Source: an optimization exercise on an open RTL-to-GDS flow (aim: small area and a short achievable clock period). Production flows keep margins and buffers that such runs may drop. Where RTL was checked, it was by simulation tests only, not by an equivalence proof against the original.

==> 07-03 <==
## iir_biquad_filter
module iir_biquad_filter #(
  parameter int unsigned NB   = 10,
  parameter int unsigned NC   = 10,
  parameter int unsigned FRAC = 9
) (
  input  logic                 CLK,
  input  logic                 RST,
  input  logic signed [NB-1:0] DIN,
  input  logic                 VIN,
  input  logic                 COEF_WE,
  input  logic [2:0]           COEF_ADDR,
  input  logic signed [NC-1:0] COEF_DATA,
  input  logic                 COEF_COMMIT,
  input  logic                 FLUSH,
  input  logic                 BYPASS,
  input  logic                 CLR_SAT,
  output logic signed [NB-1:0] DOUT,
  output logic                 VOUT,
  output logic                 SAT
);
export LEC_CHECK = 0
export ABC_AREA = 1
export CAP_MARGIN = 20
export CORE_MARGIN = 2
export CORE_UTILIZATION = 40
export SETUP_SLACK_MARGIN = 5
export SLEW_MARGIN = 20
export SYNTH_HIERARCHICAL = 1
export SYNTH_MINIMUM_KEEP_SIZE = 0
create_clock -name core_clock -period 11.0 [get_ports {CLK}]
run.sh (not shown) runs the stock make flow with config.mk's settings and CLKGATE_MAP_FILE= SYNTH_SCRIPT=/design/flow/synth_recipe.tcl, a recipe that flattens the netlist after the stock synthesis.
==> 11-11 (differences from 07-03) <==
==> flow/flow/run.sh (new file) <==
#!/bin/bash
# Layout flow: the standard flow (standard.sh) with two changes: the
# ports are buffered with a plain buffer cell, and timing repair only resizes
# and swaps cells (no buffer insertion or gate cloning). Each step's full
# output goes to a log file of its own in the work folder.
set -euo pipefail
bash standard.sh synth > synth.log 2>&1
bash standard.sh "BUFFER_PORTS_ARGS=-buffer_cell sky130_fd_sc_hd__buf_2" \
  "SETUP_MOVE_SEQUENCE=unbuffer,sizeup,swap" finish > layout.log 2>&1
==> flow/standard.sh (new file) <==
#!/bin/bash
# synth_recipe.tcl (not shown) runs the flow's synth.tcl, then flattens the netlist and writes it again
# the make line also repeats each setting of config.mk as NAME=value (left out here)
make -C /OpenROAD-flow-scripts/flow DESIGN_CONFIG=/design/flow/config.mk WORK_HOME=/design/flow/orfs CLKGATE_MAP_FILE= SYNTH_SCRIPT=/design/flow/synth_recipe.tcl "${@:-finish}"
- CTS_CLUSTER_SIZE: default -> 40
- SETUP_SLACK_MARGIN: 5 -> 4.5
removed: flow/run.sh
==> 08-05 (differences from 07-03) <==
==> flow/flow/run.sh (new file) <==
#!/bin/bash
# Layout flow: the standard flow (standard.sh) with three changes: the
# ports are buffered with a plain buffer cell, timing repair only resizes
# and swaps cells (no buffer insertion or gate cloning), and after global
# routing gates off the critical paths are sized down again. Each step's
# full output goes to a log file of its own in the work folder.
set -euo pipefail
bash standard.sh synth > synth.log 2>&1
bash standard.sh "BUFFER_PORTS_ARGS=-buffer_cell sky130_fd_sc_hd__buf_2" \
  "SETUP_MOVE_SEQUENCE=unbuffer,sizeup,swap" "RECOVER_POWER=100" finish > layout.log 2>&1
==> flow/standard.sh (new file) <==
#!/bin/bash
# synth_recipe.tcl (not shown) runs the flow's synth.tcl, then flattens the netlist and writes it again
# the make line also repeats each setting of config.mk as NAME=value (left out here)
make -C /OpenROAD-flow-scripts/flow DESIGN_CONFIG=/design/flow/config.mk WORK_HOME=/design/flow/orfs CLKGATE_MAP_FILE= SYNTH_SCRIPT=/design/flow/synth_recipe.tcl "${@:-finish}"
- SETUP_SLACK_MARGIN: 5 -> 4.5
removed: flow/run.sh
==> 03-18 (differences from 07-03) <==
==> flow/flow/run.sh (new file) <==
#!/bin/bash
# Layout flow: the standard flow (standard.sh) with two changes: the
# ports are buffered with a plain buffer cell, and timing repair only resizes
# and swaps cells (no buffer insertion or gate cloning). Each step's full
# output goes to a log file of its own in the work folder.
set -euo pipefail
bash standard.sh synth > synth.log 2>&1
bash standard.sh "BUFFER_PORTS_ARGS=-buffer_cell sky130_fd_sc_hd__buf_2" \
  "SETUP_MOVE_SEQUENCE=unbuffer,sizeup,swap" finish > layout.log 2>&1
==> flow/standard.sh (new file) <==
#!/bin/bash
# synth_recipe.tcl (not shown) runs the flow's synth.tcl, then flattens the netlist and writes it again
# the make line also repeats each setting of config.mk as NAME=value (left out here)
make -C /OpenROAD-flow-scripts/flow DESIGN_CONFIG=/design/flow/config.mk WORK_HOME=/design/flow/orfs CLKGATE_MAP_FILE= SYNTH_SCRIPT=/design/flow/synth_recipe.tcl "${@:-finish}"
removed: flow/run.sh
==> notes.md <==
07-03 produced a clean layout. 03-18 finished with timing, DRC and antenna clean. 11-11 ran to the end with no violations. 08-05 finished but failed the layout checks on capacitance limit, slew limit.
Final area: 08-05 < 11-11 < 03-18 < 07-03.
Of 07-03 and 11-11, 07-03 has the higher first-iteration DRC count (gap 29%, measured against 11-11).
The highest critical path depth belongs to 08-05, the lowest to 03-18.
Between 03-18 and 07-03, the lower non-clock buffer count is in 03-18 (gap 205).
Utilization, lowest first: 08-05, 11-11, 03-18, 07-03.
In flip-flop and latch count, 07-03 and 11-11 do not differ.
In 07-03 the worst setup slack is better than in 03-18, by 480 ps.
Against 03-18, the fmax of 07-03 is larger by about 8%.
==> figures <==
Fin crit period: 03-18 6740 ps; 08-05 8600 ps; 07-03 6250 ps; 11-11 6750 ps
# placed instances: 03-18 2627; 08-05 2628; 07-03 2628; 11-11 2628
Wire length of the first global-routing pass: 03-18 91300 microns; 08-05 89800 microns; 07-03 98300 microns; 11-11 89800 microns
Worst R2R Start: 03-18 act_q[3][5]; 08-05 act_q[3][3]; 07-03 act_q[3][2]; 11-11 act_q[3][1]
Share of the final layout cell area in multi-input gates: 03-18 0.657; 08-05 0.651; 07-03 0.615; 11-11 0.652
Met3 wirelength from detailed routing: 03-18 2730 microns; 08-05 2770 microns; 07-03 3870 microns; 11-11 2650 microns
Non-clk invs: 03-18 227; 08-05 227; 07-03 232; 11-11 227
Worst skew pair latency: 03-18 470 ps; 08-05 470 ps; 07-03 480 ps; 11-11 470 ps
Result of the run: 03-18 timing/DRC/antenna clean; 08-05 finished with violations; 07-03 timing/DRC/antenna clean; 11-11 timing/DRC/antenna clean
Reasons for failing layout checks: 03-18 -; 08-05 capacitance limit, slew limit; 07-03 -; 11-11 -
Highest net fanout along the worst path: 03-18 52; 08-05 18; 07-03 5; 11-11 71
Register-to-register setup slack: 03-18 4710 ps; 08-05 3110 ps; 07-03 4870 ps; 11-11 4430 ps
Area of all sequential standard cells: 03-18 4710 sq um; 08-05 4710 sq um; 07-03 4700 sq um; 11-11 4710 sq um
DR pass1 iterations: 03-18 6; 08-05 5; 07-03 7; 11-11 6
Crit. Startpoint: 03-18 COEF_COMMIT; 08-05 DIN[7]; 07-03 DIN[7]; 11-11 COEF_COMMIT
Routed metal-1 wirelength: 03-18 24900 microns; 08-05 25000 microns; 07-03 26700 microns; 11-11 25200 microns
Weighted congestion at the end of routability-driven global placement: 03-18 0.952; 08-05 0.972; 07-03 0.975; 11-11 0.972
Max-slew violations: 03-18 0; 08-05 174; 07-03 0; 11-11 0
Antenna violations before repair: 03-18 0; 08-05 1; 07-03 0; 11-11 1

==> inputs of 05-07 <==
Another version of the RTL of iir_biquad_filter (not shown whole).
Settings: LEC_CHECK=0, ABC_AREA=1, CAP_MARGIN=20, CORE_MARGIN=2, CORE_UTILIZATION=40, SETUP_SLACK_MARGIN=4, SLEW_MARGIN=20, SYNTH_HIERARCHICAL=1, SYNTH_MINIMUM_KEEP_SIZE=0; clock period 11.0 ns.
standard.sh (not shown) runs the stock make flow with config.mk's settings and CLKGATE_MAP_FILE= SYNTH_SCRIPT=/design/flow/synth_recipe.tcl, a recipe that flattens the netlist after the stock synthesis.
==> flow/flow/run.sh <==
#!/bin/bash
# Layout flow: the standard flow (standard.sh) with two changes: the
# ports are buffered with a plain buffer cell, and timing repair only resizes
# and swaps cells (no buffer insertion or gate cloning). Each step's full
# output goes to a log file of its own in the work folder.
set -euo pipefail
bash standard.sh synth > synth.log 2>&1
bash standard.sh "BUFFER_PORTS_ARGS=-buffer_cell sky130_fd_sc_hd__buf_2" \
  "SETUP_MOVE_SEQUENCE=unbuffer,sizeup,swap" finish > layout.log 2>&1
==> inputs of 08-16, as changes to 05-07 <==
--- a/flow/design.v
+++ b/flow/design.v
@@ -1099,22 +1099,16 @@
   assign bfc128 = pre_a_q[20] | bfc126;
   wire bhs129, bhc129;
   assign bhs129 = ~pre_a_q[21];
   assign bhc129 = pre_a_q[21];
   wire [21:0] cs_a, cs_b;
   assign cs_a = {bhs129, bfs128, bhc125, bhs125, bhc117, bhs117, bhc105, bhs105, bhc89, bhc79, bfs78, bfc59, bfc49, bfc39, bfs39, bfc23, bfs23, bhc11, bfs10, bhs7, bhs3, bfs1};
   assign cs_b = {bfc128, bfc127, bfs127, bfc121, bfs121, bfc111, bfs111, bfc97, bfs97, bhs89, bhs79, bfs69, bfs59, bfs49, 1'b0, bfs31, 1'b0, bfs17, bhs11, bfs6, pb0_r0[1], pb0_r0[0]};
-  wire [18:0] lo_c   = {1'b0, cs_a[17:0]} + {1'b0, cs_b[17:0]};
-  wire [3:0]  top0_c = cs_a[21:18] + cs_b[21:18];
-  wire [3:0]  top1_c = cs_a[21:18] + cs_b[21:18] + 4'd1;
-  wire [3:0]  top_c  = lo_c[18] ? top1_c : top0_c;
-  wire        clip0_c = (top0_c != {4{top0_c[3]}});
-  wire        clip1_c = (top1_c != {4{top1_c[3]}});
-  assign acc_c = {top_c, lo_c[17:0]};
-  assign clip_c = lo_c[18] ? clip1_c : clip0_c;
+  assign acc_c = cs_a + cs_b;
+  assign clip_c = (acc_c[21:18] != {4{acc_c[21]}});
   assign y_c    = clip_c ? {acc_c[21], {(NB-1){~acc_c[21]}}} : acc_c[18:9];
   assign filt_c = VIN && !BYPASS;
   always_ff @(posedge CLK or posedge RST) begin
     if (RST) begin
       for (int i = 0; i < NCOEF; i++) begin
         shd_q[i]   <= '0;
         act_q[i]   <= '0;
==> flow/flow/run.sh (replaced) <==
#!/bin/bash
# Layout flow: the standard flow (standard.sh) with two changes: the
# ports are buffered with a plain buffer cell, and timing repair only resizes
# and swaps cells and inserts buffers, but does not clone gates. Each step's full
# output goes to a log file of its own in the work folder.
set -euo pipefail
bash standard.sh synth > synth.log 2>&1
bash standard.sh "BUFFER_PORTS_ARGS=-buffer_cell sky130_fd_sc_hd__buf_2" \
  "SETUP_MOVE_SEQUENCE=unbuffer,sizeup,swap,buffer" finish > layout.log 2>&1
--- a/flow/config.mk
+++ b/flow/config.mk
@@ -5,11 +5,11 @@
 export SDC_FILE = /design/flow/constraint.sdc
 export NUM_CORES = 4
 export LEC_CHECK = 0
 export ABC_AREA = 1
 export CAP_MARGIN = 20
 export CORE_MARGIN = 2
 export CORE_UTILIZATION = 40
-export SETUP_SLACK_MARGIN = 4
+export SETUP_SLACK_MARGIN = 5
 export SLEW_MARGIN = 20
 export SYNTH_HIERARCHICAL = 1
 export SYNTH_MINIMUM_KEEP_SIZE = 0
==> inputs of 05-21, as changes to 05-07 <==
--- a/flow/config.mk
+++ b/flow/config.mk
@@ -5,11 +5,11 @@
 export SDC_FILE = /design/flow/constraint.sdc
 export NUM_CORES = 4
 export LEC_CHECK = 0
 export ABC_AREA = 1
 export CAP_MARGIN = 20
 export CORE_MARGIN = 2
 export CORE_UTILIZATION = 40
-export SETUP_SLACK_MARGIN = 4
+export SETUP_SLACK_MARGIN = 4.5
 export SLEW_MARGIN = 20
 export SYNTH_HIERARCHICAL = 1
 export SYNTH_MINIMUM_KEEP_SIZE = 0
==> inputs of 11-15, as changes to 05-07 <==
--- a/flow/design.v
+++ b/flow/design.v
@@ -1099,22 +1099,16 @@
   assign bfc128 = pre_a_q[20] | bfc126;
   wire bhs129, bhc129;
   assign bhs129 = ~pre_a_q[21];
   assign bhc129 = pre_a_q[21];
   wire [21:0] cs_a, cs_b;
   assign cs_a = {bhs129, bfs128, bhc125, bhs125, bhc117, bhs117, bhc105, bhs105, bhc89, bhc79, bfs78, bfc59, bfc49, bfc39, bfs39, bfc23, bfs23, bhc11, bfs10, bhs7, bhs3, bfs1};
   assign cs_b = {bfc128, bfc127, bfs127, bfc121, bfs121, bfc111, bfs111, bfc97, bfs97, bhs89, bhs79, bfs69, bfs59, bfs49, 1'b0, bfs31, 1'b0, bfs17, bhs11, bfs6, pb0_r0[1], pb0_r0[0]};
-  wire [18:0] lo_c   = {1'b0, cs_a[17:0]} + {1'b0, cs_b[17:0]};
-  wire [3:0]  top0_c = cs_a[21:18] + cs_b[21:18];
-  wire [3:0]  top1_c = cs_a[21:18] + cs_b[21:18] + 4'd1;
-  wire [3:0]  top_c  = lo_c[18] ? top1_c : top0_c;
-  wire        clip0_c = (top0_c != {4{top0_c[3]}});
-  wire        clip1_c = (top1_c != {4{top1_c[3]}});
-  assign acc_c = {top_c, lo_c[17:0]};
-  assign clip_c = lo_c[18] ? clip1_c : clip0_c;
+  assign acc_c = cs_a + cs_b;
+  assign clip_c = (acc_c[21:18] != {4{acc_c[21]}});
   assign y_c    = clip_c ? {acc_c[21], {(NB-1){~acc_c[21]}}} : acc_c[18:9];
   assign filt_c = VIN && !BYPASS;
   always_ff @(posedge CLK or posedge RST) begin
     if (RST) begin
       for (int i = 0; i < NCOEF; i++) begin
         shd_q[i]   <= '0;
         act_q[i]   <= '0;
==> flow/flow/run.sh (replaced) <==
#!/bin/bash
# Layout flow: the standard flow (standard.sh) with two changes: the
# ports are buffered with a plain buffer cell, and timing repair only resizes
# and swaps cells and inserts buffers, but does not clone gates. Each step's full
# output goes to a log file of its own in the work folder.
set -euo pipefail
bash standard.sh synth > synth.log 2>&1
bash standard.sh "BUFFER_PORTS_ARGS=-buffer_cell sky130_fd_sc_hd__buf_2" \
  "SETUP_MOVE_SEQUENCE=unbuffer,sizeup,swap,buffer" finish > layout.log 2>&1
--- a/flow/config.mk
+++ b/flow/config.mk
@@ -5,11 +5,12 @@
 export SDC_FILE = /design/flow/constraint.sdc
 export NUM_CORES = 4
 export LEC_CHECK = 0
 export ABC_AREA = 1
 export CAP_MARGIN = 20
 export CORE_MARGIN = 2
 export CORE_UTILIZATION = 40
-export SETUP_SLACK_MARGIN = 4
+export PLACE_DENSITY = 0.75
+export SETUP_SLACK_MARGIN = 4.5
 export SLEW_MARGIN = 20
 export SYNTH_HIERARCHICAL = 1
 export SYNTH_MINIMUM_KEEP_SIZE = 0
==> qor summary <==
quantity                                                05-21        11-15                  05-07                  08-16
Result of the run                    timing/DRC/antenna clean  timing/DRC/antenna clean  timing/DRC/antenna clean  timing/DRC/antenna clean
Synth Cell Area                                   0.0194 mm^2  0.0194 mm^2            0.0194 mm^2            0.0194 mm^2
Adder-cell area share of the yosys netlist              30.7%        30.4%                  30.7%                  30.4%
Vias in the first global route                          15800        16300                  15800                  16400
Layout cell share with drive strength beyond 1          16.1%        19.3%                  9.67%                  26.9%
Data arrival time of the critical path                7.00 ns      6.90 ns                7.23 ns                6.77 ns
Met1 Track Usage GR                                     32.8%        30.9%                  33.4%                  33.4%
Post-DR wirelength/cell                               22.9 um      22.3 um                23.2 um                22.4 um
Worst setup slack after placement                     3.21 ns      3.45 ns                3.37 ns                2.87 ns
Simple-gate share of the synthesized area               8.39%        9.98%                  8.39%                  9.98%
Share of the clock period used by the worst path        59.7%        59.2%                  61.9%                  57.7%
Via count                                               15000        15900                  15100                  15600
M3 GR Usage                                             3.25%        3.46%                  3.90%                  3.92%
Routability cong.                                       0.959         1.01                  0.985                  0.994
Total length of routed met2 wires                    29200 um     29800 um               28900 um               30200 um
CP dominant cell by count                                   -            -  sky130_fd_sc_hd__fa_1  sky130_fd_sc_hd__fa_1
Only the layout flow was run in 05-07 and 05-21; the RTL was not checked for function there.

what the ideal ports hide:
The flow's constraints put no driver on any port. The routed layouts listed below were extracted and timed again, unchanged, in two steps. Step 1, drivers: a clkbuf_16 drives CLK and a buf_2 each remaining input, both assumed. Step 2 adds t to the input delays and takes it off the output delays; t is the mean of the earliest and latest rising clock arrival at the registers after step 1. Input paths then give back, and output paths get back, about the clock's delay inside the block. Slacks: ideal / step 1 / step 2; pairs: ideal / step 1.
run	shift t [ns]	slack for setup (ns)	clock arrival spread, ns	slew at the worst register clock pin (ns)
07-03	0.518	4.746 / 4.735 / 4.217	0.018 / 0.018	0.08 / 0.08
11-11	0.516	4.246 / 4.243 / 3.727	0.019 / 0.019	0.08 / 0.08
08-05	0.516	2.401 / 2.412 / 1.896	0.019 / 0.019	0.08 / 0.08
03-18	0.510	4.261 / 4.264 / 3.754	0.014 / 0.014	0.08 / 0.08
05-07	0.617	4.193 / 4.225 / 3.608	0.030 / 0.030	0.06 / 0.06
08-16	0.604	4.651 / 4.649 / 4.045	0.034 / 0.034	0.06 / 0.06
05-21	0.617	4.431 / 4.433 / 3.816	0.022 / 0.022	0.06 / 0.06
11-15	0.593	4.484 / 4.503 / 3.910	0.041 / 0.041	0.07 / 0.07
For 05-21, which loses most, drivers alone change the setup slack by +0.002 ns; drivers and shift together by -0.615 ns.
